This design comes from an exercise in tuning for small area, a short achievable clock period and few clock cycles per item on the open sky130 flow, not from production work.
The RTL was checked by simulation tests, not by an equivalence proof against the original design.
Power is estimated from default activity; no workload was simulated.

Design grid_liquid_diffusion_step_unit, start of the top module:
module grid_liquid_diffusion_step_unit #(
	parameter int MAX_WIDTH   = gdiff_pkg::MAX_WIDTH_DEF,
	parameter int AMOUNT_BITS = gdiff_pkg::AMOUNT_BITS_DEF,
	localparam int DATA_W     = ((AMOUNT_BITS + 7) / 8) * 8
) (
	input  logic                              clk,
	input  logic                              arst_n,
	input  logic                              s_axis_tvalid,
	output logic                              s_axis_tready,
	input  logic [DATA_W-1:0]                 s_axis_tdata,    
	output logic                              m_axis_tvalid,
	input  logic                              m_axis_tready,
	output logic [DATA_W-1:0]                 m_axis_tdata,    
	output logic                              m_axis_tlast,
	input  logic                              cfg_valid,
	output logic                              cfg_ready,
	input  logic [gdiff_pkg::CFG_INDEX_W-1:0] cfg_index,
	input  logic [gdiff_pkg::CFG_DATA_W-1:0]  cfg_data
);
	localparam int AB = AMOUNT_BITS;
	localparam int CW = $clog2(MAX_WIDTH);
	localparam int HB = gdiff_pkg::GRID_H_BITS;
	localparam int D  = gdiff_pkg::OUT_SLOTS;
	localparam int NB = D - 1;
	localparam int PB = (NB > 1) ? $clog2(NB) : 1;
	localparam int RW = $clog2(D + 2);
	localparam int ZW = gdiff_pkg::ZW;
	localparam int SW = ZW + 2;
	logic [CW-1:0] wl_q, wl_n;
	logic [HB-1:0] hl_q, hl_n;
	logic [AB-1:0] den_q, den_n;
	logic [CW-1:0] col_q, col_n;
	logic [HB-1:0] row_q, row_n;
	logic          top_q, top_n;
	logic          sec_q, sec_n;
	logic          bot_q, bot_n;
	logic [CW-1:0] pa_q, pa_n;
	logic          fpend_q, fpend_n;
	logic [CW-1:0] fcol_q, fcol_n;
  ...
For scale: roughly 4500 cells after synthesis, about 59 I/O pins.
Settings: LEC_CHECK=0, CAP_MARGIN=20, CORE_MARGIN=2, CORE_UTILIZATION=40, CTS_CLUSTER_DIAMETER=100, CTS_CLUSTER_SIZE=30, SETUP_SLACK_MARGIN=4.5, SLEW_MARGIN=20; clock period 7.0 ns.
run.sh (not shown) runs the stock make flow with config.mk's settings and CLKGATE_MAP_FILE= SYNTH_SCRIPT=/design/flow/synth_recipe.tcl, a recipe that flattens the netlist after the stock synthesis.
The starting point completed without violations.
Testbench counts at the start, summed over its fixed seeds: cycles 6,896, items 6,464.
Edit:
- CTS_CLUSTER_SIZE: 30 -> 28
- SETUP_SLACK_MARGIN: 4.5 -> 3.75
- The new run ran to the end with no violations
- power came out lower by a little under a tenth
- clock-buffer cell count came out higher by 6
- final area came out lower by a little under a tenth
- worst hold slack degrades by 0.0042 ns
- utilization came out lower by 3.8 points
- global-route usage came out lower by 1.0 points

========
Another version of the RTL of grid_liquid_diffusion_step_unit (not shown whole).
Size in the first run: ~4500 cells after synthesis, about 59 I/O pins, about 54000 um2 of cells after synthesis.
Settings: LEC_CHECK=0, CAP_MARGIN=20, CORE_MARGIN=2, CORE_UTILIZATION=40, CTS_CLUSTER_DIAMETER=100, CTS_CLUSTER_SIZE=24, SETUP_SLACK_MARGIN=4.0, SLEW_MARGIN=20; clock period 7.0 ns.
Testbench counts at the start, summed over its fixed seeds: cycles 6,896, items 6,464.
Rerun with:
CTS_CLUSTER_DIAMETER = unset   (was 100)
CTS_CLUSTER_SIZE = unset   (was 24)
What happened: The new run ran to the end with no violations; register-to-register slack gets better by 0.04 ns; routed wire length increases by 1.3%; worst setup slack improves by 0.089 ns; power climbs by 9.9%; cell count rises by 1.9%; die area is unchanged; maximum frequency grows by 2.6%; combinational power hardly moves; non-clock buffer count decreases by 46; via count is higher by 1.0%.
Rerun with:
SETUP_SLACK_MARGIN = 4.5   (was 4.0)
Power came out higher by 4.9%. Die area is unchanged. Count of clock-buffer cells in the layout came out higher by 13. Cell count is higher by 3.1%. Setup slack gets worse by 0.031 ns. Via count rises by 3.2%. Design area is higher by about 5%. Wire length came out higher by about 5%. Sequential cell count stays the same.

========
Another version of the RTL of grid_liquid_diffusion_step_unit (not shown whole).
Size: roughly 59 I/O pins, ~55000 um2 of cells after synthesis.
// grid_liquid_diffusion_step_unit
module grid_liquid_diffusion_step_unit #(
	parameter int MAX_WIDTH   = gdiff_pkg::MAX_WIDTH_DEF,
	parameter int AMOUNT_BITS = gdiff_pkg::AMOUNT_BITS_DEF,
	localparam int DATA_W     = ((AMOUNT_BITS + 7) / 8) * 8
) (
	input  logic                              clk,
	input  logic                              arst_n,
	input  logic                              s_axis_tvalid,
	output logic                              s_axis_tready,
	input  logic [DATA_W-1:0]                 s_axis_tdata,    
	output logic                              m_axis_tvalid,
	input  logic                              m_axis_tready,
	output logic [DATA_W-1:0]                 m_axis_tdata,    
	output logic                              m_axis_tlast,
	input  logic                              cfg_valid,
	output logic                              cfg_ready,
	input  logic [gdiff_pkg::CFG_INDEX_W-1:0] cfg_index,
	input  logic [gdiff_pkg::CFG_DATA_W-1:0]  cfg_data
);
	localparam int AB = AMOUNT_BITS;
	localparam int CW = $clog2(MAX_WIDTH);
	localparam int HB = gdiff_pkg::GRID_H_BITS;
	localparam int D  = gdiff_pkg::OUT_SLOTS;
	localparam int NB = D - 1;
	localparam int PB = (NB > 1) ? $clog2(NB) : 1;
	localparam int RW = $clog2(D + 2);
	localparam int ZW = gdiff_pkg::ZW;
  ...
==> flow/config.mk <==
export PLATFORM = sky130hd
export DESIGN_NAME = grid_liquid_diffusion_step_unit
export DESIGN_NICKNAME = grid_liquid_diffusion_step_unit
export VERILOG_FILES = /design/flow/design.v
export SDC_FILE = /design/flow/constraint.sdc
export NUM_CORES = 4
export LEC_CHECK = 0
export CAP_MARGIN = 20
export CORE_MARGIN = 2
export CORE_UTILIZATION = 50
export CTS_CLUSTER_DIAMETER = 100
export CTS_CLUSTER_SIZE = 28
export SETUP_SLACK_MARGIN = 3.75
export SLEW_MARGIN = 20
==> flow/constraint.sdc <==
create_clock -name core_clock -period 7.0 [get_ports {clk}]
set_input_delay 1.4000 -clock core_clock [delete_from_list [all_inputs] [get_ports {clk}]]
set_output_delay 1.4000 -clock core_clock [all_outputs]
set_load 0.01 [all_outputs]
Testbench counts at the start, summed over its fixed seeds: cycles 6,896, items 6,464.
Next try:
--- a/flow/config.mk
+++ b/flow/config.mk
@@ -10 +10 @@
-export CORE_UTILIZATION = 50
+export CORE_UTILIZATION = 55
@@ -12,0 +13 @@
+export PLACE_DENSITY = 0.7
After rerunning:
- sequential cell count stays the same
- routed wire length is lower by 0.32%
- die area goes down by 9.0%
- setup slack gets better by 0.040 ns
- design area decreases by 0.67%
- global-route usage climbs by 1.6 points
- critical path depth is lower by 6
- sequential share of layout area increases by 0.41 points
- power fell by 0.52%
- sequential power stays flat
Next try:
--- a/flow/config.mk
+++ b/flow/config.mk
@@ -10 +10 @@
-export CORE_UTILIZATION = 55
+export CORE_UTILIZATION = 40
@@ -13 +12,0 @@
-export PLACE_DENSITY = 0.7
What happened: The new run passed the timing, design-rule and antenna checks; utilization fell by 16 points; combinational power hardly moves; global-route usage falls by 5.4 points; sequential cell count does not change; maximum frequency is lower by 0.53%; cell area came out higher by 1.0%; worst setup slack degrades by 0.017 ns.
Next try:
--- a/flow/config.mk
+++ b/flow/config.mk
@@ -13 +13 @@
-export SETUP_SLACK_MARGIN = 3.75
+export SETUP_SLACK_MARGIN = 3.9
Outcome:
- The changed run finished clean
- core utilization came out higher by 0.83 points
- worst setup slack improved by 0.065 ns
- global-route usage goes up by 0.48 points
- worst hold slack gets worse by 0.012 ns
- routed wire length grows by 3.8%
- synthesized cell count is unchanged
- synthesized area is unchanged
Next try:
--- a/flow/config.mk
+++ b/flow/config.mk
@@ -11,3 +11,3 @@
-export CTS_CLUSTER_DIAMETER = 100
-export CTS_CLUSTER_SIZE = 28
-export SETUP_SLACK_MARGIN = 3.9
+export CTS_CLUSTER_DIAMETER = 90
+export CTS_CLUSTER_SIZE = 30
+export SETUP_SLACK_MARGIN = 3.75
Outcome: Die area stays the same. Area after synthesis stays the same. Total power came out lower by 1.8%. Register-to-register slack degrades by 0.08 ns. Global-route usage falls by 0.46 points. Sequential cell count stays the same. Routed wire length drops by 3.7%. Hold slack improved by 0.0096 ns. Non-clock buffer count goes down by 76.

========
Setup of job 1457:
grid_liquid_diffusion_step_unit, a different RTL version from the one above (not shown whole).
Size in the first run: about 4,500 cells after synthesis, ~1,600 flip-flops, roughly 59 I/O pins, about 55,000 um^2 of cells after synthesis.
clock: 7.0 ns
lec_check: 0
cap_margin: 20
core_margin: 2
core_utilization: 40
cts_cluster_diameter: 100
cts_cluster_size: 28
setup_slack_margin: 3.8
slew_margin: 20
Testbench counts of job 1457, summed over its fixed seeds: cycles 6,896, items 6,464.
Setup changes, job 1457 to job 5703
# job 1457
export LEC_CHECK = 0
export CAP_MARGIN = 20
export CORE_MARGIN = 2
export CORE_UTILIZATION = 40
export CTS_CLUSTER_DIAMETER = 100
export CTS_CLUSTER_SIZE = 28
export SETUP_SLACK_MARGIN = 3.8
export SLEW_MARGIN = 20
create_clock -name core_clock -period 7.0 [get_ports {clk}]
# job 5703
export LEC_CHECK = 0
export CAP_MARGIN = 20
export CORE_MARGIN = 2
export CORE_UTILIZATION = 40
export CTS_CLUSTER_DIAMETER = 100
export CTS_CLUSTER_SIZE = 28
export SETUP_SLACK_MARGIN = 3.6
export SLEW_MARGIN = 20
create_clock -name core_clock -period 7.0 [get_ports {clk}]
Findings:
- Between job 1457 and job 5703, the die outline width does not differ in any meaningful way.
- There was hardly any difference in fill cell total of the finished layout between job 5703 and job 1457.
- Share of the clock period used by the worst path after layout sits higher in job 5703 than in job 1457.
- Detailed-route wire length on metal 1 down 2.6% in job 5703 wrt job 1457
- Across both runs, cell area after layout was lower for job 5703 than for job 1457.
- The worst path setup slack after routing reported for job 5703 is smaller than that of job 1457 by 0.090 ns.
- The higher transition time at the pin with the least slew margin came out of job 5703.

========
RTL: one of the versions met above, not the one the previous note started from.
Size in the first run: ~4500 cells after synthesis, roughly 1600 flip-flops, about 59 I/O pins, ~55000 um^2 of cells after synthesis.
clock: 7.0 ns
lec_check: 0
cap_margin: 20
core_margin: 2
core_utilization: 40
cts_cluster_diameter: 100
cts_cluster_size: 30
setup_slack_margin: 5.0
slew_margin: 20
Testbench counts at the start, summed over its fixed seeds: cycles 6,896, items 6,464.
Rerun with:
SETUP_SLACK_MARGIN = 4.0   (was 5.0)
Result:
- synthesized cell count is unchanged
- final cell count decreases by 3.6%
- setup slack is better by 0.042 ns
- power decreases by 7.3%
- sequential cell count is unchanged

==> afterwards: timing with drivers on the ports <==
Ports are ideal in the flow. The routed layouts listed here were re-timed in OpenROAD. Step 1: set_driving_cell puts a clkbuf_16 on clk and a buf_2 on each other input, an assumption about the parent block. Step 2 also shifts input and output timing later by t, the mid clock arrival at the registers, as if the neighbouring blocks saw the same clock. Three values: ideal, step 1, step 2; two values: the first two.
| run | shift t [ns] | setup slack, ns | worst setup path at the end |
|---|---|---|---|
| the first run of note 1 | 0.768 | 3.904 / 3.904 / 3.479 | input to register |
| the second run of note 1 | 0.747 | 3.826 / 3.826 / 3.245 | input to register |
| the first run of note 2 | 0.754 | 3.506 / 3.504 / 2.750 | input to register |
| the second run of note 2 | 0.835 | 3.595 / 3.603 / 2.768 | input to register |
| the third run of note 2 | 0.842 | 3.564 / 3.573 / 2.731 | input to register |
| the first run of note 3 | 0.736 | 3.799 / 3.799 / 3.192 | input to register |
| the second run of note 3 | 0.720 | 3.839 / 3.813 / 3.164 | input to register |
| the third run of note 3 | 0.738 | 3.822 / 3.853 / 3.132 | input to register |
| the fourth run of note 3 | 0.756 | 3.887 / 3.887 / 3.309 | input to register |
| the fifth run of note 3 | 0.738 | 3.812 / 3.812 / 3.145 | input to register |
| job 1457 | 0.740 | 3.801 / 3.801 / 3.249 | input to register |
| job 5703 | 0.763 | 3.711 / 3.711 / 3.029 | input to register |
| the first run of note 5 | 0.760 | 3.861 / 3.861 / 3.675 | input to register |
| the second run of note 5 | 0.740 | 3.903 / 3.903 / 3.197 | input to register |
After both steps setup and hold are still met in every run listed. The setup slack of the third run of note 2, which loses most, moves by +0.009 ns with the drivers and by -0.833 ns with both steps.
